This design comes from an exercise in tuning for small area on the open sky130 flow, not from production work. In this exercise RTL edits were held to simulation tests only and were not proved equivalent to the original. The clock port is modelled as an ideal driver; clocking choices that lean on that would not hold on a real chip. Power figures rest on the tool's default switching activity, not on a simulated workload.

==> design/flow/flow/run.sh <==
#!/bin/bash
# Standard layout with these changes:
#  - port buffers use the smallest buffer cell;
#  - clock tree synthesis clusters at most 20 sinks within 80 um per leaf
#    buffer, without dummy loads;
#  - after CTS, clock buffers are downsized where the clock-pin slew stays
#    low (flow/clkdown.tcl);
#  - power recovery (gate downsizing off the critical paths) after global
#    routing.
set -euo pipefail
ARGS=(
  BUFFER_PORTS_ARGS="-buffer_cell sky130_fd_sc_hd__buf_1"
  CTS_ARGS="-sink_clustering_enable -repair_clock_nets -dont_use_dummy_load -sink_clustering_size 20 -sink_clustering_max_diameter 80"
  RECOVER_POWER=100
)
bash standard.sh "${ARGS[@]}" cts > standard_cts.log 2>&1
R=orfs/results/sky130hd/ebpf_data_mem/base
IN=$R/4_cts.odb OUT=$R/4_cts.odb SDC=$R/4_cts.sdc LIM=0.094 \
  openroad -no_init -exit flow/clkdown.tcl > clkdown.log 2>&1
bash standard.sh "${ARGS[@]}" finish > standard_finish.log 2>&1
==> design/flow/config.mk <==
export PLATFORM = sky130hd
export DESIGN_NAME = ebpf_data_mem
export DESIGN_NICKNAME = ebpf_data_mem
export VERILOG_FILES = /design/flow/design.v
export SDC_FILE = /design/flow/constraint.sdc
export NUM_CORES = 4
export LEC_CHECK = 0
export CAP_MARGIN = 20
export CORE_MARGIN = 2
export CORE_UTILIZATION = 40
export SLEW_MARGIN = 20
export SYNTH_HIERARCHICAL = 1
==> design/flow/flow/clkdown.tcl <==
# Downsize clock tree buffers (clkbuf_16 -> 8 -> 4) one at a time, keeping
# each change only while the worst flip-flop clock-pin slew, estimated from
# placement, stays under LIM (ns).
set plat $::env(FLOW_HOME)/platforms/sky130hd
read_db $::env(IN)
read_liberty $plat/lib/sky130_fd_sc_hd__tt_025C_1v80.lib
read_sdc $::env(SDC)
source $plat/setRC.tcl
estimate_parasitics -placement
set_propagated_clock [all_clocks]
estimate_parasitics -placement
set lim $::env(LIM)
proc maxslew {} {
  set mx 0
  foreach p [all_registers -clock_pins -edge_triggered] {
    foreach e {rise fall} { set s [get_property $p slew_max_$e]; if {$s > $mx} {set mx $s} }
  }
  return $mx
}
puts "start max [maxslew]"
set n 0
foreach {from to} {16 8 8 4} {
  foreach inst [get_cells -filter "ref_name == sky130_fd_sc_hd__clkbuf_$from"] {
    replace_cell $inst sky130_fd_sc_hd__clkbuf_$to
    estimate_parasitics -placement
    if {[maxslew] > $lim} {
      replace_cell $inst sky130_fd_sc_hd__clkbuf_$from
      estimate_parasitics -placement
    } else { incr n }
  }
}
puts "downsized $n final max [maxslew]"
write_db $::env(OUT)
==> design/flow/standard.sh <==
#!/bin/bash
# synth_recipe.tcl (not shown) runs the flow's synth.tcl, then flattens the netlist and writes it again
# the make line also repeats each setting of config.mk as NAME=value (left out here)
make -C /OpenROAD-flow-scripts/flow DESIGN_CONFIG=/design/flow/config.mk WORK_HOME=/design/flow/orfs CLKGATE_MAP_FILE= SYNTH_SCRIPT=/design/flow/synth_recipe.tcl "${@:-finish}"
==> design/flow/design.v <==
module ebpf_data_mem #(
    parameter int DEPTH_LOG2  = 5,
    parameter int BYTE_ADDR_W = 64
) (
    input  logic                   clk,
    input  logic                   rst,
    input  logic                   req_valid,
    output logic                   req_ready,
    input  logic                   req_write,
    input  logic                   req_xadd,
    input  logic [1:0]             req_size,
    input  logic [BYTE_ADDR_W-1:0] req_addr,
    input  logic [63:0]            req_wdata,
    output logic                   rsp_valid,
    output logic [63:0]            rsp_rdata,
    output logic                   rsp_err
);
    localparam int DEPTH = 1 << DEPTH_LOG2;
    localparam int TOP   = DEPTH_LOG2 + 3;
    logic [63:0] mem_q [DEPTH];
    logic [DEPTH_LOG2-1:0] idx;
    logic [2:0]            lane;
    logic                  misaligned;
    logic                  out_of_range;
    logic                  req_err;
    logic                  accept;
    logic                  go_xadd;
    logic                  xc;           
    assign idx  = req_addr[DEPTH_LOG2+2:3];
    assign lane = req_addr[2:0];
    always_comb begin
        case (req_size)
            2'd0:    misaligned = 1'b0;
            2'd1:    misaligned = lane[0];
            2'd2:    misaligned = |lane[1:0];
            default: misaligned = |lane;
        endcase
    end
    assign out_of_range = |req_addr[BYTE_ADDR_W-1:TOP];
    assign req_err   = misaligned | out_of_range | (req_xadd & ~req_size[1]);
    assign req_ready = ~xc & ~rst;
    assign accept    = req_valid & req_ready;
    assign go_xadd   = accept & req_xadd & ~req_err;
    logic [63:0] wd_al;
    always_comb begin
        for (int j = 0; j < 8; j++) begin
            case (req_size)
                2'd0:    wd_al[8*j +: 8] = req_wdata[8*(j & 0) +: 8];
                2'd1:    wd_al[8*j +: 8] = req_wdata[8*(j & 1) +: 8];
                2'd2:    wd_al[8*j +: 8] = req_wdata[8*(j & 3) +: 8];
                default: wd_al[8*j +: 8] = req_wdata[8*(j & 7) +: 8];
            endcase
        end
    end
    logic [DEPTH_LOG2-1:0] x_idx;
    logic                  x_hi;         
    logic                  x_dw;         
    logic [63:0]           x_add;
    always_ff @(posedge clk) begin
        x_idx <= idx;
        x_hi  <= lane[2];
        x_dw  <= req_size[0];
        x_add <= wd_al;
    end
    always_ff @(posedge clk) begin
        if (rst) xc <= 1'b0;
        else     xc <= go_xadd;
    end
    logic [DEPTH_LOG2-1:0] a_idx;
    logic [2:0]            a_lane;
    logic [1:0]            a_size;
    logic                  rd_en;
    logic                  wr_en;
    assign a_idx  = xc ? x_idx : idx;
    assign a_lane = xc ? {x_hi, 2'b00} : lane;
    assign a_size = xc ? {1'b1, x_dw} : req_size;
    assign rd_en = (xc & ~rst) | (accept & ~req_write & ~req_xadd & ~req_err);
    assign wr_en = (xc & ~rst) | (accept &  req_write & ~req_xadd & ~req_err);
    logic [7:0] be;
    always_comb begin
        for (int j = 0; j < 8; j++) begin
            case (a_size)
                2'd0:    be[j] = (a_lane == 3'(j));
                2'd1:    be[j] = (a_lane[2:1] == 2'(j >> 1));
                2'd2:    be[j] = (a_lane[2] == 1'(j >> 2));
                default: be[j] = 1'b1;
            endcase
        end
    end
    logic [3:0]       pre_lo_r;
    logic [3:0]       pre_lo_w;
    logic [7:0]       pre_hi;
    logic [DEPTH-1:0] rsel;      
    logic [DEPTH-1:0] wsel_n;    
    always_comb begin
        for (int i = 0; i < 4; i++) begin
            pre_lo_r[i] = (a_idx[1:0] == 2'(i)) & rd_en;
            pre_lo_w[i] = (a_idx[1:0] == 2'(i)) & wr_en;
        end
        for (int i = 0; i < 8; i++) pre_hi[i] = (a_idx[4:2] == 3'(i));
        for (int w = 0; w < DEPTH; w++) begin
            rsel[w]   =   pre_lo_r[w % 4] & pre_hi[w / 4];
            wsel_n[w] = ~(pre_lo_w[w % 4] & pre_hi[w / 4]);
        end
    end
    localparam int NG = (DEPTH + 2) / 3;
    logic [63:0] grp_n [NG];
    for (genvar g = 0; g < NG; g++) begin : g_rd
        for (genvar i = 0; i < 64; i++) begin : g_bit
            if (3*g + 2 < DEPTH) begin : g3
                ebpf_dmem_aoi222 u_aoi (
                    .a0(mem_q[3*g][i]),   .s0(rsel[3*g]),
                    .a1(mem_q[3*g+1][i]), .s1(rsel[3*g+1]),
                    .a2(mem_q[3*g+2][i]), .s2(rsel[3*g+2]),
                    .y_n(grp_n[g][i])
                );
            end else begin : g2
                ebpf_dmem_aoi22 u_aoi (
                    .a0(mem_q[3*g][i]),   .s0(rsel[3*g]),
                    .a1(mem_q[3*g+1][i]), .s1(rsel[3*g+1]),
                    .y_n(grp_n[g][i])
                );
            end
        end
    end
    logic [63:0] port;
    always_comb begin
        port = 64'h0;
        for (int g = 0; g < NG; g++) port = port | ~grp_n[g];
    end
    logic [32:0] sum_lo;
    logic [31:0] sum_hi;
    assign sum_lo = {1'b0, port[31:0]} + {1'b0, x_add[31:0]};
    assign sum_hi = port[63:32] + x_add[63:32] + {31'b0, sum_lo[32] & x_dw};
    logic [63:0] col;
    assign col = xc ? {sum_hi, sum_lo[31:0]} : wd_al;
    logic [7:0] be_n;
    assign be_n = ~be;
    logic [7:0] we [DEPTH];
    for (genvar w = 0; w < DEPTH; w++) begin : g_we
        for (genvar b = 0; b < 8; b++) begin : g_b
            ebpf_dmem_nor2 u_we (.a(wsel_n[w]), .b(be_n[b]), .y(we[w][b]));
        end
    end
    always_ff @(posedge clk) begin
        for (int w = 0; w < DEPTH; w++)
            for (int b = 0; b < 8; b++)
                if (we[w][b]) mem_q[w][8*b +: 8] <= col[8*b +: 8];
    end
    logic [7:0]  rd_b0;
    logic [7:0]  rd_b1;
    logic [63:0] rd_al;
    always_comb begin
        rd_b0 = 8'h0;
        for (int l = 0; l < 8; l++)
            rd_b0 = rd_b0 | (port[8*l +: 8] & {8{a_lane == 3'(l)}});
    end
    always_comb begin
        rd_b1 = 8'h0;
        for (int l = 0; l < 4; l++)
            rd_b1 = rd_b1 | (port[16*l + 8 +: 8] & {8{a_lane[2:1] == 2'(l)}});
    end
    assign rd_al[7:0]   = rd_b0;
    assign rd_al[15:8]  = rd_b1 & {8{a_size != 2'd0}};
    assign rd_al[31:16] = ((port[31:16] & {16{~a_lane[2]}}) | (port[63:48] & {16{a_lane[2]}}))
                          & {16{a_size[1]}};
    assign rd_al[63:32] = port[63:32] & {32{a_size == 2'd3}};
    logic resp;
    assign resp = (accept & ~go_xadd) | (xc & ~rst);
    always_ff @(posedge clk) begin
        rsp_valid <= resp;
        if (rst | resp) begin
            rsp_rdata <= rd_al;
            rsp_err   <= accept & req_err;
        end
    end
endmodule
module ebpf_dmem_aoi222 (
    input  logic a0, s0, a1, s1, a2, s2,
    output logic y_n
);
    assign y_n = ~((a0 & s0) | (a1 & s1) | (a2 & s2));
endmodule
module ebpf_dmem_aoi22 (
    input  logic a0, s0, a1, s1,
    output logic y_n
);
    assign y_n = ~((a0 & s0) | (a1 & s1));
endmodule
module ebpf_dmem_nor2 (
    input  logic a, b,
    output logic y
);
    assign y = ~(a | b);
endmodule
==> design/flow/constraint.sdc <==
create_clock -name core_clock -period 12.0 [get_ports {clk}]
set_input_delay 2.4000 -clock core_clock [delete_from_list [all_inputs] [get_ports {clk}]]
set_output_delay 2.4000 -clock core_clock [all_outputs]
set_load 0.01 [all_outputs]
==> results of run 1 <==
[Yosys stat by module, one instance, submodules excluded]
module / flip-flops and latches / copies in the design
ebpf_dmem_nor2: 0 / 256
ebpf_dmem_aoi222: 0 / 640
ebpf_data_mem: 2186 / 1
ebpf_dmem_aoi22: 0 / 64
[flip-flops by register name (all words and copies together) (netlist names)]
register,flops
x_dw,1
xc,1
x_add,64
rsp_valid,1
rsp_err,1
x_hi,1
rsp_rdata,64
mem_q,2048
x_idx,5
[where the power goes]
part / internal, mW / switching, mW / total, mW
sequential: 8.48 / 0.0163 / 8.50
clock: 1.68 / 2.27 / 3.95
combinational: 0.0980 / 0.426 / 0.524
total: 10.3 / 2.71 / 13.0
[cells in the final DEF (no fill, tap or decap), types with 38 or more instances in the layout]
master | synthesis | routed
edfxtp_1 | 2113 | 2113
a222oi_1 | 641 | 641
nor2_1 | 456 | 424
buf_1 | 9 | 199
nand2_1 | 190 | 190
nand4_1 | 166 | 166
buf_4 | 0 | 153
clkbuf_16 | 0 | 108
clkbuf_1 | 60 | 107
a21oi_1 | 110 | 84
dfxtp_1 | 73 | 72
ha_1 | 66 | 66
nand3_1 | 60 | 60
inv_1 | 60 | 60
a22oi_2 | 64 | 57
nor3_1 | 60 | 52
o21ai_0 | 36 | 46
a22oi_1 | 31 | 38
[cell families (layout without fill, tap and decap cells)]
| family | Yosys count | count (layout) | share of synthesized area |
|---|---|---|---|
| flip-flops | 2186 | 2186 | 0.7938 |
| AO/OA/AOI/OAI | 1084 | 1084 | 0.1191 |
| AND/OR/NAND/NOR | 1045 | 1045 | 0.05917 |
| buffers and inverters | 131 | 676 | 0.006029 |
| adder cells (fa/ha/maj) | 69 | 69 | 0.01083 |
| multiplexers | 51 | 51 | 0.006932 |
| XOR/XNOR | 38 | 38 | 0.004070 |
| other | 0 | 21 | 0 |
[worst min-delay path, stage by stage (launching register included)]
cell	delay (ns)
dfxtp_4	0.52
nor2_1	0.17
nor2_1	0.05
[how the worst max path moves through the flow]
stage                     cells past startpoint  slack [ns]            end
final                                        36        0.75   mem_q[1][62]
after detailed placement                     35        0.42  mem_q[15][60]
after CTS                                    35        1.20   mem_q[7][60]
after floorplan                              31        0.37   mem_q[0][55]
after global routing                         37        0.51   mem_q[0][62]
after global placement                       35        0.52  mem_q[16][60]
[Yosys cell counts, drive strengths merged (6+ instances only)]
cell type | instances | area share
o21ai | 51 | 0.0031
dfxtp | 73 | 0.018
ha | 66 | 0.010
a21oi | 110 | 0.0067
nand4 | 166 | 0.013
nand2b | 11 | 0.00084
o21a | 9 | 0.00083
o31ai | 8 | 0.00073
and3 | 13 | 0.00099
edfxtp | 2113 | 0.78
a22oi | 95 | 0.013
nor2b | 14 | 0.0011
nand3b | 8 | 0.00073
a222oi | 641 | 0.078
a21o | 27 | 0.0025
nor3 | 60 | 0.0037
nand2 | 191 | 0.0088
nand3 | 60 | 0.0037
nor4 | 16 | 0.0012
and4 | 7 | 0.00075
xnor2 | 19 | 0.0020
nor2 | 456 | 0.021
a211oi | 29 | 0.0027
o211ai | 23 | 0.0021
mux2 | 45 | 0.0062
a211o | 8 | 0.00086
mux2i | 6 | 0.00073
xor2 | 19 | 0.0020
a2111oi | 8 | 0.00087
o22ai | 14 | 0.0011
or3 | 6 | 0.00046
clkbuf | 61 | 0.0028
inv | 61 | 0.0028
and2 | 14 | 0.0011
o2111ai | 8 | 0.00086
buf | 9 | 0.00041
[per-layer routing]
metal	vias up	share of wire	GRT usage
met2	2624	0.49	0.4213
met3	542	0.080	0.04475
li1	21030	-	-
met1	25980	0.37	0.3090
met5	-	0.00013	0
met4	6	0.064	0.1412
[cell type report]
| type | instances | area [sq um] | area share |
|---|---|---|---|
| sequential | 2186 | 64920 | 0.7136 |
| multi-input combinational | 2287 | 16760 | 0.1843 |
| tap | 2672 | 3343 | 0.03675 |
| clock buffer | 132 | 2914 | 0.03204 |
| timing repair buffer | 483 | 2748 | 0.03021 |
| inverter | 61 | 229.0 | 0.002517 |
| antenna | 21 | 52.55 | 0.0005777 |
[through the flow]
| stage | setup slack [ns] | instances |
|---|---|---|
| after floorplan | 0.3747 | 4604 |
| after global placement | 0.5237 | 7688 |
| after detailed placement | 0.4246 | 7689 |
| after CTS | 1.200 | 7821 |
| after global routing | 0.5077 | 7828 |
| final | 0.7456 | 7842 |
==> summary.txt, run 1 <==
- The first TritonRoute pass finished after 14 iterations.
- Along the worst hold path, the cell count comes to 2.
- Input and output buffers added on the ports amount to 201.
- The via count of the first global-routing pass was 48760.
- The post-synthesis instance total is 4604.
- The number of register bits inferred by synthesis is 2186.
- The mapped netlist covers 0.08177 sq mm.
- The ratio of routed vias to standard cells is 6.399.
- The run finished, with violations left.
- The total of max-cap violations is 32.
- The worst register-to-register path has a setup slack of 2.17 ns.
- The number of nets in the layout is 5355.
- The number of hold buffers added after CTS was 0.
- The share of post-route cells with drive strength above 1 is 0.08856.
- The worst hold path begins at xc.
- The tightest slew margin relative to the limit is -1.299.
- The type of destination of the critical path is a flip-flop.
- Once the clock tree was built, the setup fixing pass inserted 0 buffers.
- Counting flops with a built-in enable in the synthesized netlist gives 2113.
- Hold is met by 0.7883 ns.
- The largest stage delay on the critical path is 0.72 ns.
- The startpoint of the worst register-to-register path is xc.
- The final count of hold timing violations is 0.
- The placeable core region is 0.2027 sq mm.
- The routed layout has 50180 vias.
- The setup skew after layout is 0.1886 ns.
- Clock latency on the worst-skew pair, taken at its later pin, is 1.37 ns.
- The highest net fanout along the worst path is 32.
- The post-layout total power is 12.97 mW.
- The final count of negative-setup-slack endpoints is 0.
- The initial antenna violation count came to 18.
- The count of boundary I/O pins is 202.
- The worst-path cell with the longest stage delay is nor2_4.
- The end point of the most critical hold path is rsp_valid.
- The die covers 0.2081 sq mm.
- For the worst flop-to-flop path, the logic depth is 31.
- The cell repeated most along the worst path is clkbuf_1.
- In the global route stage, overall resource usage came out at 0.2518.
- In this run the core area contains 165 standard-cell rows.
- The launching element of the worst setup path is req_size[1].
- From left edge to right edge, the die measures 456.1 microns.
- The cell family contributing the most delay on the critical path is simple AND/OR/NAND/NOR gates.
- The worst reg2reg path endpoint is mem_q[1][62].
- Once the clock tree was built, the resizer swapped 0 gates to a different size.
- The slew of the pin with the lowest slew margin is 3.413 ns.
- Clock-pin slew was measured on the worst setup and hold paths at 0.09 ns.
- TritonCTS built the clock tree.
- The share of the yosys chip area belonging to registers is 0.7938.
- Each instance of the synthesized netlist takes up on average 17.76 sq um.
- In this run the static leakage power is 28.98 nW.
- Clock tree synthesis selected as its root buffer the cell clkbuf_16.
- The startpoint type of the worst setup path is a primary input.
- The number of clock buffers inserted by TritonCTS is 132.
- After synthesis, the share of flip-flops with an asynchronous set or reset is 0.
- The number of DRC markers after the initial detailed-route iteration is 8378.
- The pin count of the biggest net entering global routing is 49.
- With fillers left out, the area of the finished cells amounts to 0.09096 sq mm.
- In the finished design, the share of the clock period the worst path needs comes to 0.9379.
- The worst ir drop on vdd is 0.09536 mV.
- The final sum of negative setup slack is 0 ns.
- Summed over all layers, the global routing overflow is 0.
- For this run, the share of the core covered by cells in the final layout is 0.4487.
- The first global-routing pass estimated 371.8 mm of wire.
- Summing all placed instances gives a cell area of 0.08851 sq mm.
- The sink count of the clock tree is 2186.
- The maximum operating frequency is 0.08885 GHz.
- The layout-stage area growth over the synthesis result is 11.24%.
- The wire-length estimate of the detail-placed layout is 189.3 mm.
- In this run the power density over the cells is 142.6 mW/mm^2.
- The number of slew-limit violations in the final report is 964.
- The path category of the worst min-delay check is reg2reg.
- During synthesis, Yosys emitted a total of 11 warnings.
- Setup repair after global routing left no endpoint under its margin.
- The final routed wirelength across all metal layers is 269.2 mm.
- After layout, the minimum clock period comes to 11.25 ns.
- The final routed wire length divided by cell count is 34.33 microns.
- Synthesis instantiated 78 different standard cells from the library.
- At the worst endpoint, the required time is 13.00 ns.
- In this run the layout check failures are max-capacitance violations, max-slew violations.
- The setup path with the least slack is of type in2reg.
- After detailed routing, the number of remaining DRC violations is 0.
- The congestion estimate from routability-driven global placement came to 1.078.
- Once detail routing completed, the nets flagged for antenna violations numbered 0.
- The signal arrival time at the worst endpoint is 12.25 ns.
- The number of H-tree levels is 4.
- The number of buffers and inverters on the critical path is 10.
- The chip height is 456.1 microns.
- The layout filler cell count is 17570.
- In the synthesized netlist the dominant register cell turns out to be edfxtp_1.
- The number of buffers on the longest clock path is 3.
- The initial utilization of the core area, before any placement, comes to 0.4033.
==> run 2, diff against run 1 <==
==> design/flow/flow/run.sh (replaced) <==
#!/bin/bash
# Standard layout with these changes:
#  - port buffers use the smallest buffer cell;
#  - clock tree synthesis clusters at most 20 sinks within 80 um per leaf
#    buffer, without dummy loads;
#  - after CTS, clock buffers are downsized where the clock-pin slew stays
#    low (flow/clkdown.tcl).
set -euo pipefail
ARGS=(
  BUFFER_PORTS_ARGS="-buffer_cell sky130_fd_sc_hd__buf_1"
  CTS_ARGS="-sink_clustering_enable -repair_clock_nets -dont_use_dummy_load -sink_clustering_size 20 -sink_clustering_max_diameter 80"
)
bash standard.sh "${ARGS[@]}" cts > standard_cts.log 2>&1
R=orfs/results/sky130hd/ebpf_data_mem/base
IN=$R/4_cts.odb OUT=$R/4_cts.odb SDC=$R/4_cts.sdc LIM=0.105 \
  openroad -no_init -exit flow/clkdown.tcl > clkdown.log 2>&1
bash standard.sh "${ARGS[@]}" finish > standard_finish.log 2>&1
==> run 2 against run 1 <==
Net effect:
- now clean on timing, DRC and antenna
- clock power shrank 1%
- sequential share of layout area fell by 0.35 points
- count of clock-buffer cells in the layout stayed put
- total power decreased by 0.32%
- critical path type unchanged
- largest cell class unchanged
==> summary.txt, run 2 <==
- The weighted congestion reported at the end of routability-driven placement is 1.078 (unchanged).
- The clock-pin transition on the worst setup and hold timing paths is 0.08 ns (about the same).
- The area taken by flip-flops and latches is 0.06492 sq mm (unchanged).
- The final count of hold timing violations is 0 (unchanged).
- The overall die area is 0.2081 sq mm (unchanged).
- The leakage dissipation is 29.33 nW (+1.2%).
- The post-synthesis instance total is 4604 (unchanged).
- The largest stage delay on the critical path came to 0.63 ns (-0.09 ns).
- The final cycle utilization of the critical path is 0.8678 (-0.07004).
- The number of nets in the layout is 5355 (unchanged).
- The count of port buffers added during placement is 201 (unchanged).
- The sum of buffers and inverters on the critical path was 10 (unchanged).
- The final count of negative-setup-slack endpoints was 0 (unchanged).
- The count of cell types in the netlist is 78 (unchanged).
- Among all stages on the critical path, the largest delay is contributed by nor3_1.
- The number of H-tree levels is 4 (unchanged).
- The clock period minus final worst setup slack is 10.41 ns (-0.8405 ns).
- The number of flops mapped to enable cells by yosys came to 2113 (unchanged).
- Counting instances in the post-synthesis netlist gives the leading cell types as edfxtp_1 (2113), a222oi_1 (641), nor2_1 (456), nand2_1 (190), nand4_1 (166).
- The initial antenna violation count is 16 (-2).
- The number of placement rows is 165 (unchanged).
- The maximum operating frequency is 0.09603 GHz (+8.1%).
- The flow ran to the end and the layout has no timing, DRC or antenna violations.
- The tree is rooted in a clkbuf_16.
- The total net switching power is 2.711 mW (-0.13%).
- The source-to-sink clock delay at the later pin of the worst-skew pair is 1.38 ns (about the same).
- Counting stages on the worst path, the most repeated cell is buf_4.
- The final routed DRC violation total came to 0 (unchanged).
- The number of buffers on the longest clock path is 3 (unchanged).
- The layout-stage area growth over the synthesis result is 11.79%.
- The ratio of routed vias to standard cells is 6.386 (-0.19%).
- Among all flip-flop cells after synthesis, the most frequent one is edfxtp_1.
- STA classifies the critical path startpoint as a primary input.
- The highest net fanout along the worst path is 32 (unchanged).
- The internal power of the cells is 10.22 mW (-0.37%).
- The signal arrival time at the worst endpoint is 11.42 ns (-0.83 ns).
- Ranked by total cell area, the synthesized netlist is headed by edfxtp_1 (78%), a222oi_1 (7.8%), nor2_1 (2.1%).
- The number of register bits inferred by synthesis was 2186 (unchanged).
- The type of destination of the critical path is a flip-flop.
- The tightest slew margin relative to the limit came to 0.1528 (+1.452).
- The layout filler cell count is 17470 (-0.58%).
- The count of hold-fix buffers inserted at cts came to 0 (unchanged).
- The clock group share of total power is 0.302 (-0.003).
- The worst ir drop on vdd is 0.09570 mV (+0.36%).
- The final routed wire length divided by cell count is 34.31 microns (about the same).
- The area share of the largest cell type after synthesis is 0.7760 (unchanged).
- The pin count of the biggest net entering global routing was 49 (unchanged).
- Leaving out fill and tap cells, the most frequent cells in the layout are edfxtp_1 (2113), a222oi_1 (641), nor2_1 (421), buf_4 (258), buf_1 (201).
- The post-CTS setup buffer count is 0 (unchanged).
- The register name with the most flops is mem_q.
- The chip width is 456.1 microns (unchanged).
- The via count of the routed design is 50040 (-0.27%).
- The final sum of negative setup slack is 0 ns (unchanged).
- The sum of overflow across all layers after global routing is 0 (unchanged).
- The global-route usage over all layers is 0.2518 (unchanged).
- The most common cell in the synthesized netlist is edfxtp_1.
- The setup path with the least slack is of type in2reg.
- The remaining antenna violation count is 0 (unchanged).
- Setup repair after global routing left no endpoint under its margin.
- The sink count of the clock tree came to 2186 (unchanged).
- The number of gates resized after cts came to 0 (unchanged).
- The setup skew after layout is 0.1882 ns (-0.0004120 ns).
- The critical path required time is 13.00 ns (about the same).
- The TritonCTS clock tree is built.
- The count of boundary I/O pins was 202 (unchanged).
- The share of the yosys chip area belonging to registers came to 0.7938 (unchanged).
- The chip height was 456.1 microns (unchanged).
- The number of clock buffers inserted by TritonCTS came to 132 (unchanged).
- The effective utilization at floorplan is 0.4033 (unchanged).
- The end-of-flow core utilization is 0.4509 (+0.002209).
- The share of synthesized registers carrying an async set or reset was 0 (unchanged).
- The mean area per synthesized cell came to 17.76 sq um (unchanged).
- The slew of the pin with the lowest slew margin is 1.254 ns (-2.159 ns).
- The share of post-route cells with drive strength above 1 came to 0.1200 (+0.03146).
- In the final layout, the registers with the most flip-flops are mem_q: 2048 flops, rsp_rdata: 64 flops, x_add: 64 flops.
- The flip-flop count of the largest register after layout was 2048 (unchanged).
- The number of slew-limit violations in the final report is 0 (-100%).
- The number of search-and-repair iterations in the first detailed-routing pass came to 10 (-4).
- The placed wire-length estimate is 189.3 mm (unchanged).
- The part of the total power dissipated in sequential elements is 0.656 (about the same).
- The final routed wirelength across all metal layers is 268.9 mm (-0.13%).
- The part of the power in combinational logic was 0.042 (+0.002).
- Leaving out fill and tap cells, the most frequent cell in the layout is edfxtp_1.
- The cell family contributing the most delay on the critical path is simple AND/OR/NAND/NOR gates.
- The total of max-cap violations is 0 (-100%).
- The post-synthesis cell area is 0.08177 sq mm (unchanged).
- The first-pass GRT wire length is 371.8 mm (unchanged).
- The via count of the first global-routing pass is 48760 (unchanged).
- The power density over the cells came to 141.4 mW/mm^2 (-0.81%).
- The number of warning messages in the yosys log is 11 (unchanged).
- Of all cell types, the one taking the most synthesized area is edfxtp_1.
- The placeable core region is 0.2027 sq mm (unchanged).
- The number of DRC markers after the initial detailed-route iteration is 8236 (-1.7%).
- The area taken by multi-input logic gates is 0.01688 sq mm (+0.69%).
- The path category of the worst min-delay check is reg2reg.
- The proportion of total power due to net switching is 0.2097 (+0.0004105).
run 2: cell counts after synthesis:
No cell type changed its count.
run 2: worst paths after layout:
check,from,end,slack [ns],depth (start not counted)
worst max-delay path,req_size[1],mem_q[1][58],1.59,36
worst min register to register,mem_q[22][32],rsp_rdata[32],0.79,4
worst max register to register,xc,mem_q[1][58],2.54,31
worst min-delay path,mem_q[22][32],rsp_rdata[32],0.79,4
run 2: cell families (layout without fill, tap and decap cells):
family | count (synthesis) | in the layout | share of synthesized area
adder cells (fa/ha/maj) | 69 | 69 | 0.01083
flip-flops | 2186 | 2186 | 0.7938
XOR/XNOR | 38 | 38 | 0.004070
AO/OA/AOI/OAI | 1084 | 1084 | 0.1191
AND/OR/NAND/NOR | 1045 | 1045 | 0.05917
buffers and inverters | 131 | 676 | 0.006029
other | 0 | 15 | 0
multiplexers | 51 | 51 | 0.006932
run 2: power by group through the flow:
| stage | registers, mW | clock network, mW | logic, mW |
|---|---|---|---|
| after global placement | 8.66 | 0 | 0.518 |
| after global routing | 8.49 | 4.22 | 0.570 |
| after CTS | 8.49 | 4.33 | 0.531 |
| after detailed placement | 8.66 | 0 | 0.530 |
| final | 8.49 | 3.90 | 0.538 |
| after floorplan | 8.67 | 0 | 0.237 |
run 2: stage by stage:
stage	power, mW	instances	hold slack (ns)	setup slack, ns	area [sq um]
after floorplan	8.904	4604	0.6529	0.3747	81860
after global placement	9.178	7688	0.7619	0.5237	88490
after detailed placement	9.191	7689	0.7778	0.4246	88510
after CTS	13.35	7821	0.7937	1.200	91810
after global routing	13.28	7828	0.8351	0.9220	91390
final	12.93	7836	0.7858	1.586	91410
run 2: cell type report:
cell class                      instances  area share
Tap cell                             2672     0.03657
Clock buffer                          132     0.03113
Antenna cell                           15   0.0004106
Inverter                               61    0.002505
Sequential cell                      2186      0.7102
Timing Repair Buffer                  483     0.03460
Multi-Input combinational cell       2287      0.1846
run 2: layer usage:
metal / GRT usage / part of all wire
met1: 0.3090 / 0.36
met2: 0.4213 / 0.49
met3: 0.04475 / 0.083
met4: 0.1412 / 0.062
met5: 0 / 0.00020
run 2: Yosys stat by module (local to each module, per instance):
module / area [sq um] / flops+latches
ebpf_data_mem: 73600 / 2186
ebpf_dmem_aoi22: 12.51 / 0
ebpf_dmem_nor2: 3.754 / 0
ebpf_dmem_aoi222: 10.01 / 0
run 2: tightest hold or removal path, cell delays in order, from the launching register on:
cell and delay [ns]:
edfxtp_1 0.33, a222oi_1 0.06, nand3_1 0.12, nor3_2 0.13
nor2_1 0.10
==> run 3, diff against run 2 <==
--- a/design/flow/design.v
+++ b/design/flow/design.v
@@ -57,9 +57,14 @@
     logic                  x_dw;         
     logic [63:0]           x_add;
+    logic                  x_c;          
+    logic [31:0]           sum_a;        
+    logic                  cy_a;
+    logic [31:0]           sum_b;        
     always_ff @(posedge clk) begin
         x_idx <= idx;
         x_hi  <= lane[2];
         x_dw  <= req_size[0];
-        x_add <= wd_al;
+        x_c   <= cy_a & req_size[0];
+        x_add <= {wd_al[63:32], sum_a};
     end
     always_ff @(posedge clk) begin
@@ -75,5 +80,5 @@
     assign a_lane = xc ? {x_hi, 2'b00} : lane;
     assign a_size = xc ? {1'b1, x_dw} : req_size;
-    assign rd_en = (xc & ~rst) | (accept & ~req_write & ~req_xadd & ~req_err);
+    assign rd_en = (xc & ~rst) | (accept & (~req_write | req_xadd) & ~req_err);
     assign wr_en = (xc & ~rst) | (accept &  req_write & ~req_xadd & ~req_err);
     logic [7:0] be;
@@ -129,10 +134,12 @@
         for (int g = 0; g < NG; g++) port = port | ~grp_n[g];
     end
-    logic [32:0] sum_lo;
-    logic [31:0] sum_hi;
-    assign sum_lo = {1'b0, port[31:0]} + {1'b0, x_add[31:0]};
-    assign sum_hi = port[63:32] + x_add[63:32] + {31'b0, sum_lo[32] & x_dw};
+    ebpf_dmem_add32 u_add_a (
+        .a(port[31:0]), .b(wd_al[31:0]), .ci(1'b0), .s(sum_a), .co(cy_a)
+    );
+    ebpf_dmem_add32 u_add_b (
+        .a(port[63:32]), .b(x_add[63:32]), .ci(x_c), .s(sum_b), .co()
+    );
     logic [63:0] col;
-    assign col = xc ? {sum_hi, sum_lo[31:0]} : wd_al;
+    assign col = xc ? {sum_b, x_add[31:0]} : wd_al;
     logic [7:0] be_n;
     assign be_n = ~be;
@@ -194,2 +201,57 @@
     assign y = ~(a | b);
 endmodule
+module ebpf_dmem_add32 (
+    input  logic [31:0] a, b,
+    input  logic        ci,
+    output logic [31:0] s,
+    output logic        co
+);
+    logic [31:0] g, p, c;
+    logic [8:0]  bc;     
+    logic [7:0]  bg, bp;
+    assign bc[0] = ci;
+    for (genvar k = 0; k < 8; k++) begin : g_blk
+        logic [2:0] gg;   
+        for (genvar i = 0; i < 4; i++) begin : g_bit
+            ebpf_dmem_ha u_ha (.a(a[4*k+i]), .b(b[4*k+i]), .g(g[4*k+i]), .p(p[4*k+i]));
+            if (i == 0) begin : g_c0
+                assign c[4*k] = bc[k];
+            end else begin : g_ci
+                ebpf_dmem_ao21 u_c (.g(g[4*k+i-1]), .p(p[4*k+i-1]), .c(c[4*k+i-1]), .y(c[4*k+i]));
+            end
+            ebpf_dmem_xor2 u_s (.a(p[4*k+i]), .b(c[4*k+i]), .y(s[4*k+i]));
+        end
+        ebpf_dmem_ao21 u_g1 (.g(g[4*k+1]), .p(p[4*k+1]), .c(g[4*k]), .y(gg[0]));
+        ebpf_dmem_ao21 u_g2 (.g(g[4*k+2]), .p(p[4*k+2]), .c(gg[0]),  .y(gg[1]));
+        ebpf_dmem_ao21 u_g3 (.g(g[4*k+3]), .p(p[4*k+3]), .c(gg[1]),  .y(gg[2]));
+        assign bg[k] = gg[2];
+        ebpf_dmem_and4 u_p (.a(p[4*k]), .b(p[4*k+1]), .c(p[4*k+2]), .d(p[4*k+3]), .y(bp[k]));
+        ebpf_dmem_ao21 u_bc (.g(bg[k]), .p(bp[k]), .c(bc[k]), .y(bc[k+1]));
+    end
+    assign co = bc[8];
+endmodule
+module ebpf_dmem_ha (
+    input  logic a, b,
+    output logic g, p
+);
+    assign g = a & b;
+    assign p = a ^ b;
+endmodule
+module ebpf_dmem_ao21 (
+    input  logic g, p, c,
+    output logic y
+);
+    assign y = g | (p & c);
+endmodule
+module ebpf_dmem_xor2 (
+    input  logic a, b,
+    output logic y
+);
+    assign y = a ^ b;
+endmodule
+module ebpf_dmem_and4 (
+    input  logic a, b, c, d,
+    output logic y
+);
+    assign y = a & b & c & d;
+endmodule
--- a/design/flow/config.mk
+++ b/design/flow/config.mk
@@ -8,5 +8,5 @@
 export CAP_MARGIN = 20
 export CORE_MARGIN = 2
-export CORE_UTILIZATION = 40
+export CORE_UTILIZATION = 55
 export SLEW_MARGIN = 20
 export SYNTH_HIERARCHICAL = 1
==> run 3 against run 2 <==
Net effect:
- count of clock-buffer cells in the layout shrank 2
- sequential power is essentially flat
- maximum frequency grew 5.7%
- die area shrank 28%
- combinational power shrank 14%
- via count shrank 3.4%
- synthesized area shrank 1.3%
- first-iteration DRC count grew 17%
- core utilization grew 15 points
- synthesized cell count shrank 7.0%
- final area shrank 3.6%
- largest power group unchanged
==> summary.txt, run 3 <==
- The run finished with no timing, DRC or antenna violations.
- The library cell used most frequently in the layout, excluding fill and tap cells, is edfxtp_1.
- The sink count of the clock tree is 2187 (+0.046%).
- The weighted congestion reported at the end of routability-driven placement was 0.9927 (-7.9%).
- The number of H-tree levels is 4 (unchanged).
- In this run the critical register-to-register path is captured at mem_q[27][63].
- In this run the worst hold path is classified as reg2reg.
- The number of slew-limit violations in the final report is 0 (unchanged).
- The count of hold-fix buffers inserted at cts was 0 (unchanged).
- The chip width is 387.1 microns (-15%).
- The finished layout cell area is 0.08808 sq mm (-3.6%).
- The clock-pin transition on the worst setup and hold timing paths is 0.10 ns (+0.02 ns).
- TritonCTS built the clock tree.
- The final count of negative-setup-slack endpoints is 0 (unchanged).
- The instance area after placement is 0.08511 sq mm (-3.8%).
- The type of destination of the critical path is a flip-flop.
- The cell repeated most along the worst path is a21o_1.
- The final routed wire length divided by cell count was 38.33 microns (+12%).
- The via count of the first global-routing pass is 44700 (-8.3%).
- The post-CTS setup buffer count is 0 (unchanged).
- The post-synthesis cell area is 0.08072 sq mm (-1.3%).
- The met3 demand-to-capacity share in global routing is 0.08626 (+0.04151).
- The internal reg-to-reg setup slack is 3.90 ns (+1.36 ns).
- The final cycle utilization of the critical path came to 0.8214 (-0.04642).
- The pin count of the biggest net entering global routing came to 65 (+33%).
- The worst register-to-register path begins at xc.
- The largest registers in the layout are mem_q: 2048 flops, rsp_rdata: 64 flops, x_add: 64 flops.
- The total of max-cap violations is 0 (unchanged).
- The first-pass GRT wire length was 350.9 mm (-5.6%).
- The startpoint type of the worst setup path is a primary input.
- The global-route usage over all layers is 0.3363 (+0.08452).
- The length in cells of the worst reg-to-reg path is 26 (-16%).
- The share of post-route cells with drive strength above 1 is 0.1051 (-0.01495).
- The flip-flop count of the largest register after layout is 2048 (unchanged).
- The slew of the pin with the lowest slew margin is 1.230 ns (-0.02452 ns).
- The number of clock buffers inserted by TritonCTS is 130 (-1.5%).
- The tightest slew margin relative to the limit was 0.1738 (+0.02105).
- The mean area per synthesized cell is 18.85 sq um (+6.1%).
- The cell family contributing the most delay on the critical path is compound AO/OA/AOI/OAI gates.
- Setup repair after global routing left no endpoint under its margin.
- The source-to-sink clock delay at the later pin of the worst-skew pair came to 1.35 ns (-0.03 ns).
- The highest net fanout along the worst path was 32 (unchanged).
- The placeable core region is 0.1457 sq mm (-28%).
- The via count of the routed design came to 48350 (-3.4%).
- The number of warning messages in the yosys log is 11 (unchanged).
- The number of DRC markers after the initial detailed-route iteration is 9676 (+17%).
- The effective utilization at floorplan is 0.5538 (+0.1505).
- The count of port buffers added during placement is 201 (unchanged).
- The initial antenna violation count is 17 (+1).
- In this run the most used layer during global routing was met1.
- The clock period minus final worst setup slack is 9.857 ns (-0.5571 ns).
- The leakage dissipation was 29.50 nW (+0.57%).
- The worst ir drop on vdd is 0.1342 mV (+40%).
- The final sum of negative setup slack is 0 ns (unchanged).
- In the layout the commonest cells are edfxtp_1 (2113), a222oi_1 (641), nor2_1 (354), buf_1 (200), nand4_1 (159).
- The signal arrival time at the worst endpoint came to 10.80 ns (-0.62 ns).
- The fraction of met2 tracks used by global routing is 0.4975 (+0.07617).
- The sum of overflow across all layers after global routing is 0 (unchanged).
- The critical path required time came to 12.94 ns (-0.06 ns).
- The final routed wirelength across all metal layers is 255.0 mm (-5.2%).
- The power density over the cells is 146.2 mW/mm^2 (+3.3%).
- The number of gates resized after cts is 0 (unchanged).
- The post-synthesis instance total is 4282 (-7.0%).
- The number of buffers on the longest clock path is 3 (unchanged).
- The placed wire-length estimate is 173.1 mm (-8.6%).
- The number of nets in the layout is 4916 (-8.2%).
- The setup skew after layout is 0.1067 ns (-0.08146 ns).
- The chip height was 387.1 microns (-15%).
- From synthesis to final layout, the design area changed by 9.118%.
- The critical path in this run is classified as in2reg.
- The largest stage delay on the critical path was 0.68 ns (+0.05 ns).
- The maximum operating frequency is 0.1015 GHz (+5.7%).
- The tree is rooted in a clkbuf_16.
- The number of search-and-repair iterations in the first detailed-routing pass came to 12 (+2).
- The met1 usage was 0.5018 (+0.1929).
- The worst hold path begins at xc.
- The remaining antenna violation count is 0 (unchanged).
- The ratio of routed vias to standard cells is 7.269 (+14%).
- The sum of buffers and inverters on the critical path was 6 (-4).
- The path length in cells of the critical path came to 28 (-22%).
- The final routed DRC violation total is 0 (unchanged).
- The register with the most flip-flops in the final layout is mem_q.
- The overall die area came to 0.1498 sq mm (-28%).
- The count of boundary I/O pins came to 202 (unchanged).
- The layout filler cell count was 10700 (-39%).
- The number of placement rows is 140 (-15%).
- The launching element of the worst setup path is req_size[0].
- The slowest stage of the critical path is the o41a_2 cell.
- In this run the worst setup path terminates at mem_q[27][63].
- The final count of hold timing violations came to 0 (unchanged).
[run 3: final cells by class]
type	instances	area, sq um	share of cell area
sequential	2187	64930	0.7372
timing repair buffer	349	1896	0.02152
tap	1917	2399	0.02723
inverter	34	127.6	0.001449
antenna	23	57.56	0.0006535
multi-input combinational	2011	15790	0.1793
clock buffer	130	2870	0.03259
[run 3: metal layers]
layer,share of wire,vias up,wire length [microns]
met2,0.45,3247,114000
met1,0.40,25090,100700
li1,-,19670,-
met3,0.13,324,33220
met5,0.00030,-,77
met4,0.027,14,6920
[run 3: tightest hold or removal path, delay by kind of cell, from the launching register on]
kind,cells,cell delay (ns)
DFF,1,0.36
and+or+nand+nor,1,0.10
AOI/OAI and AO/OA,1,0.09
[run 3: power breakdown]
group,total [mW],internal [mW],switching (mW),leakage [nW]
Combinational,0.465,0.0802,0.385,7.50
Clock,3.92,1.65,2.27,1.43
Sequential,8.49,8.47,0.0164,20.6
Total,12.9,10.2,2.67,29.5
[run 3: how the worst min path moves through the flow]
stage                               end  slack, ns  depth (start not counted)
final                         rsp_valid       0.63                          2
after global routing          rsp_valid       0.68                          2
after CTS                     rsp_valid       0.59                          2
after detailed placement      rsp_valid       0.58                          2
after global placement        rsp_valid       0.58                          2
after floorplan           rsp_rdata[62]       0.63                          2
[run 3: per-stage QoR]
stage	setup slack (ns)	util	instances	power, mW	hold WS [ns]
after floorplan	0.8874	-	4284	8.879	0.6290
after global placement	1.375	0.5839	6497	9.113	0.5821
after detailed placement	1.156	0.5840	6497	9.124	0.5788
after CTS	1.961	0.6063	6627	13.23	0.5874
after global routing	1.967	0.6041	6638	13.21	0.6759
final	2.143	0.6043	6651	12.87	0.6318
==> run 4, diff against run 3 <==
--- a/design/flow/config.mk
+++ b/design/flow/config.mk
@@ -8,5 +8,5 @@
 export CAP_MARGIN = 20
 export CORE_MARGIN = 2
-export CORE_UTILIZATION = 55
+export CORE_UTILIZATION = 40
 export SLEW_MARGIN = 20
 export SYNTH_HIERARCHICAL = 1
==> run 4 against run 3 <==
Net effect:
- highest routed layer unchanged
- first-iteration DRC count is 17% lower
- clock skew is 0.0013 ns lower
- non-clock buffer count fell by 7
- setup slack better by 0.42 ns
- final area grew 0.95%
- critical path type unchanged
- synthesized cell count unchanged
- clock power is essentially flat
==> summary.txt, run 4 <==
- The number of buffers on the longest clock path is 3 (unchanged).
- The placed wire-length estimate is 175.7 mm (+1.5%).
- The number of warning messages in the yosys log was 11 (unchanged).
- The final routed wire length divided by cell count is 34.52 microns (-9.9%).
- In this run the worst hold path is classified as reg2reg.
- The slew of the pin with the lowest slew margin was 1.283 ns (+0.05270 ns).
- The layout filler cell count was 17130 (+60%).
- The tree is rooted in a clkbuf_16.
- The number of gates resized after cts is 0 (unchanged).
- The via count of the routed design is 47020 (-2.7%).
- The critical path required time is 13.02 ns (+0.08 ns).
- The final routed DRC violation total is 0 (unchanged).
- The count of port buffers added during placement was 201 (unchanged).
- The leakage dissipation came to 29.42 nW (-0.28%).
- The placeable core region came to 0.2001 sq mm (+37%).
- The global-route usage over all layers was 0.2425 (-0.09377).
- The post-synthesis instance total is 4282 (unchanged).
- The final count of hold timing violations is 0 (unchanged).
- The chip width was 453.2 microns (+17%).
- The largest registers in the layout are mem_q: 2048 flops, rsp_rdata: 64 flops, x_add: 64 flops.
- The flow ran to the end and the layout has no timing, DRC or antenna violations.
- The clock-pin transition on the worst setup and hold timing paths is 0.09 ns (about the same).
- The library cell used most frequently in the layout, excluding fill and tap cells, is edfxtp_1.
- The initial antenna violation count was 16 (-1).
- The instance area after placement is 0.08599 sq mm (+1.0%).
- The pin count of the biggest net entering global routing is 53 (-18%).
- The post-CTS setup buffer count is 0 (unchanged).
- The post-layout total power was 12.87 mW (about the same).
- The total of max-cap violations is 0 (unchanged).
- The overall die area is 0.2054 sq mm (+37%).
- The worst setup path is captured at a flip-flop.
- The number of nets in the layout was 4911 (-0.10%).
- The count of hold-fix buffers inserted at cts was 0 (unchanged).
- The number of slew-limit violations in the final report came to 0 (unchanged).
- The clock period minus final worst setup slack is 9.437 ns (-0.4193 ns).
- The TritonCTS clock tree is built.
- The final cycle utilization of the critical path is 0.7865 (-0.03494).
- The mean area per synthesized cell is 18.85 sq um (unchanged).
- The maximum operating frequency came to 0.1060 GHz (+4.4%).
- The power density over the cells is 144.7 mW/mm^2 (-0.99%).
- The tightest slew margin relative to the limit is 0.1315 (-0.04234).
- The remaining antenna violation count is 0 (unchanged).
- The final routed wirelength across all metal layers is 254.9 mm (about the same).
- The number of clock buffers inserted by TritonCTS is 132 (+1.5%).
- The signal arrival time at the worst endpoint is 10.46 ns (-0.34 ns).
- The via count of the first global-routing pass is 45190 (+1.1%).
- The source-to-sink clock delay at the later pin of the worst-skew pair was 1.39 ns (+0.04 ns).
- The register name with the most flops is mem_q.
- The finished layout cell area came to 0.08892 sq mm (+0.95%).
- In the layout the commonest cells are edfxtp_1 (2113), a222oi_1 (641), nor2_1 (354), buf_1 (200), nand4_1 (159).
- The sum of overflow across all layers after global routing is 0 (unchanged).
- The worst ir drop on vdd is 0.08911 mV (-34%).
- Relative to the synthesized area, the layout overhead comes to 10.16%.
- The effective utilization at floorplan came to 0.4035 (-0.1504).
- The post-synthesis cell area was 0.08072 sq mm (unchanged).
- The final count of negative-setup-slack endpoints is 0 (unchanged).
- The number of placement rows is 164 (+17%).
- The count of boundary I/O pins is 202 (unchanged).
- The sink count of the clock tree is 2187 (unchanged).
- The end-of-flow core utilization is 0.4444 (-0.1599).
- The highest net fanout along the worst path is 32 (unchanged).
- The setup skew after layout is 0.1054 ns (-0.001300 ns).
- The weighted congestion reported at the end of routability-driven placement is 1.018 (+2.6%).
- STA classifies the critical path startpoint as a primary input.
- The number of search-and-repair iterations in the first detailed-routing pass is 14 (+2).
- The number of H-tree levels is 4 (unchanged).
- The number of DRC markers after the initial detailed-route iteration is 8029 (-17%).
- The ratio of routed vias to standard cells came to 6.369 (-12%).
- The first-pass GRT wire length is 350.6 mm (about the same).
- The chip height is 453.2 microns (+17%).
- The final sum of negative setup slack is 0 ns (unchanged).
- The share of post-route cells with drive strength above 1 is 0.1056 (+0.0005366).
- The flip-flop count of the largest register after layout is 2048 (unchanged).
- Setup repair after global routing left no endpoint under its margin.
- The setup path with the least slack is of type in2reg.
run 4: routing by layer:
metal  global-route usage  part of all wire
met3              0.05389             0.087
met4               0.1331             0.060
met1               0.3004              0.37
met5                    0           0.00034
met2               0.3952              0.49
run 4: final timing paths:
| kind | slack, ns | depth (start not counted) | to | startpoint |
|---|---|---|---|---|
| setup / recovery | 2.56 | 28 | mem_q[28][63] | req_size[0] |
| hold / removal | 0.78 | 4 | x_add[1] | mem_q[22][1] |
| setup reg to reg | 3.92 | 27 | mem_q[28][63] | xc |
| hold reg to reg | 0.78 | 4 | x_add[1] | mem_q[22][1] |
run 4: layout make-up:
class                           instances  area, sq um  area share
Tap cell                             2656         3323     0.03737
Antenna cell                           21        52.55   0.0005910
Sequential cell                      2187        64930      0.7303
Timing Repair Buffer                  342         1827     0.02054
Clock buffer                          132         2845     0.03200
Multi-Input combinational cell       2011        15810      0.1778
Inverter                               34        127.6    0.001435
run 4: per-stage QoR:
stage                     hold WS [ns]  std cells  worst slack, ns
after floorplan                 0.6290       4284           0.8874
after detailed placement        0.7744       7227            1.258
after global placement          0.7540       7227            1.408
after global routing            0.8401       7374            2.185
final                           0.7826       7383            2.563
after CTS                       0.8151       7359            2.100
run 4: where the power goes:
part | total (mW) | leakage, nW | internal (mW) | switching, mW
logic | 0.471 | 7.43 | 0.0815 | 0.389
clock network | 3.91 | 1.42 | 1.64 | 2.27
registers | 8.49 | 20.6 | 8.47 | 0.0132
run 4: critical path, stage by stage:
cell and delay, ns:
buf_1 0.31, inv_1 0.23, ha_1 0.71, nor2_1 0.15, o2111ai_1 0.40, o41a_2 0.63
buf_4 0.39, nor3_2 0.09, buf_4 0.29, a222oi_1 0.43, nand3_1 0.20, nor3_1 0.60
inv_1 0.11, ha_1 0.37, a21o_1 0.19, a21o_1 0.15, a21o_1 0.20, a21o_1 0.22
a21o_1 0.21, a21o_1 0.20, a21o_1 0.20, a21o_1 0.29, a21o_1 0.24, a21o_1 0.19
a21o_1 0.18, a21o_1 0.18, xor2_1 0.16, mux2_2 0.47
==> run 5, diff against run 4 <==
==> design/flow/flow/run.sh (replaced) <==
#!/bin/bash
# Standard layout with these changes:
#  - port buffers use the smallest buffer cell;
#  - clock tree synthesis clusters at most 16 sinks within 60 um per leaf
#    buffer, without dummy loads;
#  - after CTS, clock buffers are downsized where the clock-pin slew stays
#    low (flow/clkdown.tcl).
set -euo pipefail
ARGS=(
  BUFFER_PORTS_ARGS="-buffer_cell sky130_fd_sc_hd__buf_1"
  CTS_ARGS="-sink_clustering_enable -repair_clock_nets -dont_use_dummy_load -sink_clustering_size 16 -sink_clustering_max_diameter 60"
)
bash standard.sh "${ARGS[@]}" cts > standard_cts.log 2>&1
R=orfs/results/sky130hd/ebpf_data_mem/base
IN=$R/4_cts.odb OUT=$R/4_cts.odb SDC=$R/4_cts.sdc LIM=0.105 STEPS="16 8 8 4 4 2" \
  openroad -no_init -exit flow/clkdown.tcl > clkdown.log 2>&1
bash standard.sh "${ARGS[@]}" finish > standard_finish.log 2>&1
--- a/design/flow/flow/clkdown.tcl
+++ b/design/flow/flow/clkdown.tcl
@@ -20,5 +20,7 @@
 puts "start max [maxslew]"
 set n 0
-foreach {from to} {16 8 8 4} {
+set steps {16 8 8 4}
+if {[info exists ::env(STEPS)]} { set steps $::env(STEPS) }
+foreach {from to} $steps {
   foreach inst [get_cells -filter "ref_name == sky130_fd_sc_hd__clkbuf_$from"] {
     replace_cell $inst sky130_fd_sc_hd__clkbuf_$to
--- a/design/flow/config.mk
+++ b/design/flow/config.mk
@@ -9,4 +9,5 @@
 export CORE_MARGIN = 2
 export CORE_UTILIZATION = 40
+export GPL_TIMING_DRIVEN = 0
 export SLEW_MARGIN = 20
 export SYNTH_HIERARCHICAL = 1
==> run 5 against run 4 <==
Net effect:
- still clean
- combinational power about the same
- register-to-register slack got worse by 0.79 ns
- maximum frequency decreased by 7.5%
- setup slack got worse by 0.77 ns
- flip-flop and latch count unchanged
- critical path type unchanged
- largest power group unchanged
==> summary.txt, run 5 <==
- The setup skew after layout is 0.1595 ns (+0.05406 ns).
- The placed wire-length estimate came to 179.0 mm (+1.8%).
- The worst register-to-register path begins at xc.
- The global-route usage over all layers is 0.2405 (-0.002016).
- The number of search-and-repair iterations in the first detailed-routing pass came to 11 (-3).
- The highest net fanout along the worst path is 32 (unchanged).
- The length in cells of the worst reg-to-reg path came to 28 (+3.7%).
- The leakage dissipation was 30.15 nW (+2.5%).
- Leaving out fill and tap cells, the most frequent cells in the layout are edfxtp_1 (2113), a222oi_1 (641), nor2_1 (355), buf_1 (210), buf_4 (200).
- TritonCTS built the clock tree.
- The remaining antenna violation count is 0 (unchanged).
- The post-CTS setup buffer count was 0 (unchanged).
- The slew of the pin with the lowest slew margin was 1.307 ns (+0.02414 ns).
- The final routed wirelength across all metal layers is 252.8 mm (-0.82%).
- The sink count of the clock tree is 2187 (unchanged).
- The run finished with no timing, DRC or antenna violations.
- The final count of hold timing violations is 0 (unchanged).
- The number of gates resized after cts is 0 (unchanged).
- The number of buffers on the longest clock path came to 3 (unchanged).
- The count of port buffers added during placement is 200 (-0.50%).
- The chip width is 453.2 microns (unchanged).
- The worst reg2reg path endpoint is mem_q[19][63].
- The source-to-sink clock delay at the later pin of the worst-skew pair is 1.81 ns (+0.42 ns).
- The library cell used most frequently in the layout, excluding fill and tap cells, is edfxtp_1.
- The number of placement rows is 164 (unchanged).
- The worst setup path is launched from a primary input.
- The number of clock buffers inserted by TritonCTS was 166 (+26%).
- The total of max-cap violations is 0 (unchanged).
- The ratio of routed vias to standard cells is 6.263 (-1.7%).
- The weighted congestion reported at the end of routability-driven placement came to 1.037 (+1.9%).
- The post-synthesis cell area is 0.08072 sq mm (unchanged).
- The first-pass GRT wire length came to 347.3 mm (-0.95%).
- The tightest slew margin relative to the limit is 0.1222 (-0.009284).
- The worst ir drop on vdd is 0.09190 mV (+3.1%).
- The number of H-tree levels is 4 (unchanged).
- The count of hold-fix buffers inserted at cts is 0 (unchanged).
- The total placed cells including tap cells is 7400 (+2.4%).
- The via count of the routed design came to 47480 (+0.97%).
- The clock period minus final worst setup slack is 10.21 ns (+0.7704 ns).
- The share of post-route cells with drive strength above 1 is 0.1397 (+0.03405).
- The final cycle utilization of the critical path is 0.8507 (+0.06420).
- The layout-stage area growth over the synthesis result is 11.54%.
- The startpoint identified for the worst hold timing path is mem_q[25][55].
- The end-of-flow core utilization is 0.4500 (+0.005585).
- Setup repair after global routing left no endpoint under its margin.
- The number of standard cells in the final layout excluding fillers is 7581 (+2.7%).
- The worst hold path depth came to 4 (unchanged).
- The post-synthesis instance total is 4282 (unchanged).
- The root buffer cell chosen for the clock tree is clkbuf_16.
- The number of nets in the layout is 5117 (+4.2%).
- The critical path class is in2reg.
- The chip height came to 453.2 microns (unchanged).
- The mean area per synthesized cell was 18.85 sq um (unchanged).
- The number of warning messages in the yosys log was 11 (unchanged).
- The via count of the first global-routing pass is 45970 (+1.7%).
- The cell repeated most along the worst path is a21o_1.
- The number of slew-limit violations in the final report is 0 (unchanged).
- The internal reg-to-reg setup slack is 3.13 ns (-0.79 ns).
- The placeable core region was 0.2001 sq mm (unchanged).
- The layout filler cell count came to 17130 (+0.053%).
- The count of boundary I/O pins was 202 (unchanged).
- The largest registers in the layout are mem_q: 2048 flops, rsp_rdata: 64 flops, x_add: 64 flops.
- The sum of overflow across all layers after global routing is 0 (unchanged).
- STA classifies the critical path endpoint as a flip-flop.
- The number of DRC markers after the initial detailed-route iteration came to 8012 (-0.21%).
- The flip-flop count of the largest register after layout was 2048 (unchanged).
- The overall die area is 0.2054 sq mm (unchanged).
- The tightest min-delay check is of the reg2reg type.
- The power density over the cells is 136.4 mW/mm^2 (-5.7%).
- The signal arrival time at the worst endpoint is 11.66 ns (+1.20 ns).
- The final routed DRC violation total came to 0 (unchanged).
- The final count of negative-setup-slack endpoints is 0 (unchanged).
- The maximum operating frequency is 0.09796 GHz (-7.5%).
- The effective utilization at floorplan is 0.4035 (unchanged).
- The initial antenna violation count is 7 (-9).
- The clock-pin transition on the worst setup and hold timing paths was 0.10 ns (about the same).
- The largest stage delay on the critical path was 0.98 ns (+0.27 ns).
- The end point of the most critical hold path is rsp_rdata[55].
- The pin count of the biggest net entering global routing was 33 (-38%).
- The final sum of negative setup slack is 0 ns (unchanged).
- The final routed wire length divided by cell count is 33.35 microns (-3.4%).
- The register with the most flip-flops in the final layout is mem_q.
- The slowest stage of the critical path belongs to the cell a222oi_1.
- The critical path required time is 13.46 ns (+0.44 ns).
==> run 5: per-stage QoR <==
step	hold WS, ns	power [mW]	cell area, sq um	worst slack [ns]
global route	0.6644	12.65	90030	1.916
detailed placement	0.8278	9.128	87900	0.2644
CTS	0.8354	13.87	92060	1.102
finish	0.7834	12.28	90030	1.792
global placement	0.8298	9.086	84810	-7.947
floorplan	0.6290	8.879	80730	0.8874
==> run 5: worst max-delay path, delay by kind of cell <==
family / cells / cell delay (ns)
AOI/OAI and AO/OA: 16 / 4.48
xor gates and xnor gates: 1 / 0.15
adders and majority gates: 2 / 0.56
buffers and inverters: 7 / 1.76
muxes: 1 / 0.55
and+or+nand+nor: 4 / 1.72
==> run 5: worst max-delay path by stage <==
stage	from	slack [ns]	to
floorplan	req_size[0]	0.89	mem_q[0][63]
global placement	req_size[1]	-7.95	mem_q[7][63]
detailed placement	req_size[1]	0.26	mem_q[7][63]
CTS	req_size[1]	1.10	mem_q[19][63]
global route	req_size[1]	1.92	mem_q[19][63]
finish	req_size[1]	1.79	mem_q[19][63]
==> run 5: layer usage <==
| metal | up-vias | GRT usage | wire length (microns) |
|---|---|---|---|
| met4 | 4 | 0.1732 | 21060 |
| met5 | - | 0 | 33 |
| met1 | 24460 | 0.2844 | 87910 |
| met3 | 570 | 0.04210 | 20100 |
| met2 | 2422 | 0.3969 | 123700 |
| li1 | 20030 | - | - |
==> run 5: final cells by class <==
cell class	count	area (sq um)	share of cell area
multi-input cells	2011	15990	0.1776
repair buffers	462	3331	0.03699
plain buffers	52	209.0	0.002321
inverters	34	127.6	0.001418
diodes	13	32.53	0.0003613
flip-flops and latches	2187	64930	0.7212
clock buffers	166	2086	0.02317
well taps	2656	3323	0.03691
==> run 5: report_power, final <==
part,total (mW),leakage (nW),internal (mW),switching (mW)
clock,3.32,1.12,1.10,2.22
sequential,8.49,20.6,8.47,0.0124
combinational,0.474,8.47,0.0910,0.383
total,12.3,30.2,9.67,2.61
==> run 6, diff against run 5 <==
--- a/design/flow/config.mk
+++ b/design/flow/config.mk
@@ -9,5 +9,5 @@
 export CORE_MARGIN = 2
 export CORE_UTILIZATION = 40
-export GPL_TIMING_DRIVEN = 0
+export PLACE_DENSITY = 0.5
 export SLEW_MARGIN = 20
 export SYNTH_HIERARCHICAL = 1
==> run 6 against run 5 <==
Net effect:
- first-iteration DRC count shrank 4.7%
- cell count shrank 2.1%
- flip-flop and latch count is the same
- combinational power grew 1%
- count of clock-buffer cells in the layout grew 9
- synthesized cell count is the same
- clock power grew 5%
- clock skew grew 0.051 ns
- largest cell class unchanged
==> summary.txt, run 6 <==
- The number of search-and-repair iterations in the first detailed-routing pass is 12 (+1).
- The remaining antenna violation count is 0 (unchanged).
- The mean area per synthesized cell was 18.85 sq um (unchanged).
- The via count of the routed design is 47100 (-0.81%).
- The largest registers in the layout are mem_q: 2048 flops, rsp_rdata: 64 flops, x_add: 64 flops.
- The flip-flop count of the largest register after layout was 2048 (unchanged).
- The number of clock buffers inserted by TritonCTS is 175 (+5.4%).
- The worst register-to-register path begins at xc.
- The final cycle utilization of the critical path is 0.7280 (-0.1226).
- The post-synthesis cell area is 0.08072 sq mm (unchanged).
- The most common library cell in the layout ignoring fill and taps is edfxtp_1.
- The total placed cells including tap cells is 7228 (-2.3%).
- The placed wire-length estimate is 184.9 mm (+3.3%).
- The post-CTS setup buffer count is 0 (unchanged).
- The final routed DRC violation total is 0 (unchanged).
- The clock-pin transition on the worst setup and hold timing paths is 0.09 ns (about the same).
- On the critical path, the stage with the largest delay is an instance of nor3_2.
- The worst ir drop on vdd is 0.09152 mV (-0.42%).
- In the layout the commonest cells are edfxtp_1 (2113), a222oi_1 (641), nor2_1 (354), buf_1 (200), nand4_1 (159).
- The clock period minus final worst setup slack is 8.736 ns (-1.471 ns).
- The via count of the first global-routing pass is 45480 (-1.1%).
- The root buffer cell is clkbuf_16.
- The met3 demand-to-capacity share in global routing is 0.03902 (-0.003081).
- The startpoint type of the worst setup path is a primary input.
- The layout filler cell count is 17390 (+1.5%).
- The number of DRC markers after the initial detailed-route iteration is 7633 (-4.7%).
- The path class of the tightest hold or removal check is reg2reg.
- The number of H-tree levels is 4 (unchanged).
- The weighted congestion reported at the end of routability-driven placement came to 0.9417 (-9.2%).
- The highest net fanout along the worst path came to 32 (unchanged).
- The pin count of the biggest net entering global routing is 66 (+100%).
- From synthesis to final layout, the design area changed by 9.572%.
- The final count of hold timing violations is 0 (unchanged).
- The power density over the cells is 140.7 mW/mm^2 (+3.1%).
- The chip height is 453.2 microns (unchanged).
- The count of boundary I/O pins was 202 (unchanged).
- The worst register-to-register path ends at mem_q[16][63].
- The post-synthesis instance total is 4282 (unchanged).
- The chip width is 453.2 microns (unchanged).
- The setup skew after layout came to 0.2103 ns (+0.05088 ns).
- The maximum operating frequency is 0.1145 GHz (+17%).
- The internal reg-to-reg setup slack is 4.08 ns (+0.95 ns).
- The final sum of negative setup slack is 0 ns (unchanged).
- The source-to-sink clock delay at the later pin of the worst-skew pair is 1.80 ns (about the same).
- The largest stage delay on the critical path is 0.80 ns (-0.18 ns).
- The global-route usage over all layers was 0.2605 (+0.02005).
- The TritonCTS clock tree is built.
- The slew of the pin with the lowest slew margin is 1.312 ns (+0.005033 ns).
- The tightest slew margin relative to the limit is 0.1255 (+0.003347).
- The final routed wire length divided by cell count is 36.73 microns (+10%).
- Setup repair after global routing left no endpoint under its margin.
- The number of buffers on the longest clock path is 3 (unchanged).
- The number of slew-limit violations in the final report came to 0 (unchanged).
- The number of nets in the layout is 4952 (-3.2%).
- By startpoint and endpoint, the worst setup path is classified as in2reg.
- The source of the worst hold timing path is xc.
- The total of max-cap violations came to 0 (unchanged).
- The first-pass GRT wire length came to 371.8 mm (+7.0%).
- The number of placement rows is 164 (unchanged).
- The critical path required time was 13.47 ns (about the same).
- The final count of negative-setup-slack endpoints is 0 (unchanged).
- The initial antenna violation count is 14 (+7).
- The global routing stage identified its most utilized layer as met2.
- The number of gates resized after cts is 0 (unchanged).
- The number of warning messages in the yosys log is 11 (unchanged).
- The fraction of met2 tracks used by global routing was 0.4359 (+0.03904).
- The final routed wirelength across all metal layers is 272.6 mm (+7.8%).
- The worst setup path is captured at a flip-flop.
- The leakage dissipation was 29.21 nW (-3.1%).
- The met1 usage came to 0.3288 (+0.04436).
- The count of hold-fix buffers inserted at cts is 0 (unchanged).
- The ratio of routed vias to standard cells is 6.346 (+1.3%).
- The effective utilization at floorplan is 0.4035 (unchanged).
- The share of post-route cells with drive strength above 1 came to 0.1138 (-0.02590).
- The cell repeated most along the worst path is a21o_1.
- The sink count of the clock tree is 2187 (unchanged).
- The placeable core region is 0.2001 sq mm (unchanged).
- The end point of the most critical hold path is xc.
- The register name with the most flops is mem_q.
- The overall die area is 0.2054 sq mm (unchanged).
- The worst hold path depth is 2 (-2).
- The count of port buffers added during placement was 201 (+0.50%).
- The sum of overflow across all layers after global routing came to 0 (unchanged).
- The number of standard cells in the final layout excluding fillers is 7421 (-2.1%).
- The signal arrival time at the worst endpoint is 10.20 ns (-1.46 ns).
- The length in cells of the worst reg-to-reg path is 25 (-11%).
- The flow ran to the end and the layout has no timing, DRC or antenna violations.
run 6: through the flow:
step | worst slack, ns | total power, mW | hold WS [ns] | instance area [sq um] | util
floorplan | 0.8874 | 8.879 | 0.6290 | 80730 | -
global placement | 1.707 | 9.135 | 0.6841 | 86120 | 0.4304
detailed placement | 1.588 | 9.144 | 0.6937 | 86160 | 0.4307
CTS | 2.406 | 14.12 | 0.7026 | 90540 | 0.4525
global route | 3.031 | 12.85 | 0.7339 | 88430 | 0.4420
finish | 3.264 | 12.45 | 0.7088 | 88440 | 0.4421
run 6: worst max-delay path by stage:
| stage | start | endpoint | slack (ns) | cells after the start |
|---|---|---|---|---|
| finish | req_size[0] | mem_q[16][63] | 3.26 | 29 |
| global route | req_size[0] | mem_q[16][63] | 3.03 | 29 |
| global placement | req_size[0] | mem_q[3][63] | 1.71 | 29 |
| detailed placement | req_size[0] | mem_q[4][63] | 1.59 | 29 |
| CTS | req_size[0] | mem_q[10][63] | 2.41 | 29 |
| floorplan | req_size[0] | mem_q[0][63] | 0.89 | 28 |
run 6: where the power goes:
| group | leakage, nW | internal (mW) | switching (mW) | total (mW) |
|---|---|---|---|---|
| registers | 20.6 | 8.48 | 0.0118 | 8.49 |
| clock network | 1.19 | 1.19 | 2.29 | 3.48 |
| logic | 7.46 | 0.0827 | 0.396 | 0.479 |
| total | 29.2 | 9.75 | 2.70 | 12.4 |
run 6: layer usage:
metal	wire length (microns)	share of wire
met5	0	0
met4	15430	0.057
met3	17130	0.063
met2	135700	0.50
met1	104300	0.38
run 6: critical path, delay by kind of cell:
| family | cells | cell delay (ns) |
|---|---|---|
| AO/OA/AOI/OAI | 15 | 3.59 |
| XOR/XNOR | 1 | 0.15 |
| adder cells (fa/ha/maj) | 2 | 0.50 |
| buffers and inverters | 6 | 1.62 |
| multiplexers | 1 | 0.55 |
| AND/OR/NAND/NOR | 4 | 1.27 |
run 6: cell type report:
type	count	area [sq um]	share of cell area
Inverter	34	127.6	0.001443
Tap cell	2656	3323	0.03757
Antenna cell	18	45.04	0.0005093
Clock buffer	175	2238	0.02531
Sequential cell	2187	64930	0.7342
Timing Repair Buffer	340	1944	0.02198
Multi-Input combinational cell	2011	15830	0.1790

[what the ideal ports hide]
No port has a modelled driver above. Below, the same layouts with a new extraction and two added sets of constraints.
Step 1: set_driving_cell puts a clkbuf_16 on clk and a buf_2 on each other input, an assumption about the parent block.
Step 2 adds t to the input delays and takes it off the output delays; t is the mean of the earliest and latest rising clock arrival at the registers after step 1. Input paths then give back, and output paths get back, about the clock's delay inside the block.
Slacks: ideal / step 1 / step 2; pairs: ideal / step 1.
run | t (ns) | setup WS [ns] | worst setup path after step 2 | latest minus earliest clock arrival (ns) | cell pins on the clock port's net
run 1 | 1.355 | 0.746 / 0.797 / -0.557 | input to register | 0.189 / 0.189 | 1
run 2 | 1.364 | 1.586 / 1.634 / 0.270 | input to register | 0.189 / 0.188 | 1
run 3 | 1.370 | 2.143 / 2.196 / 0.826 | input to register | 0.107 / 0.107 | 1
run 4 | 1.421 | 2.563 / 2.600 / 1.180 | input to register | 0.107 / 0.107 | 1
run 5 | 1.807 | 1.792 / 1.745 / -0.062 | input to register | 0.192 / 0.192 | 1
run 6 | 1.781 | 3.264 / 3.225 / 1.444 | input to register | 0.210 / 0.210 | 1
For run 5, which loses most, drivers alone change the setup slack by -0.047 ns; drivers and shift together by -1.854 ns.
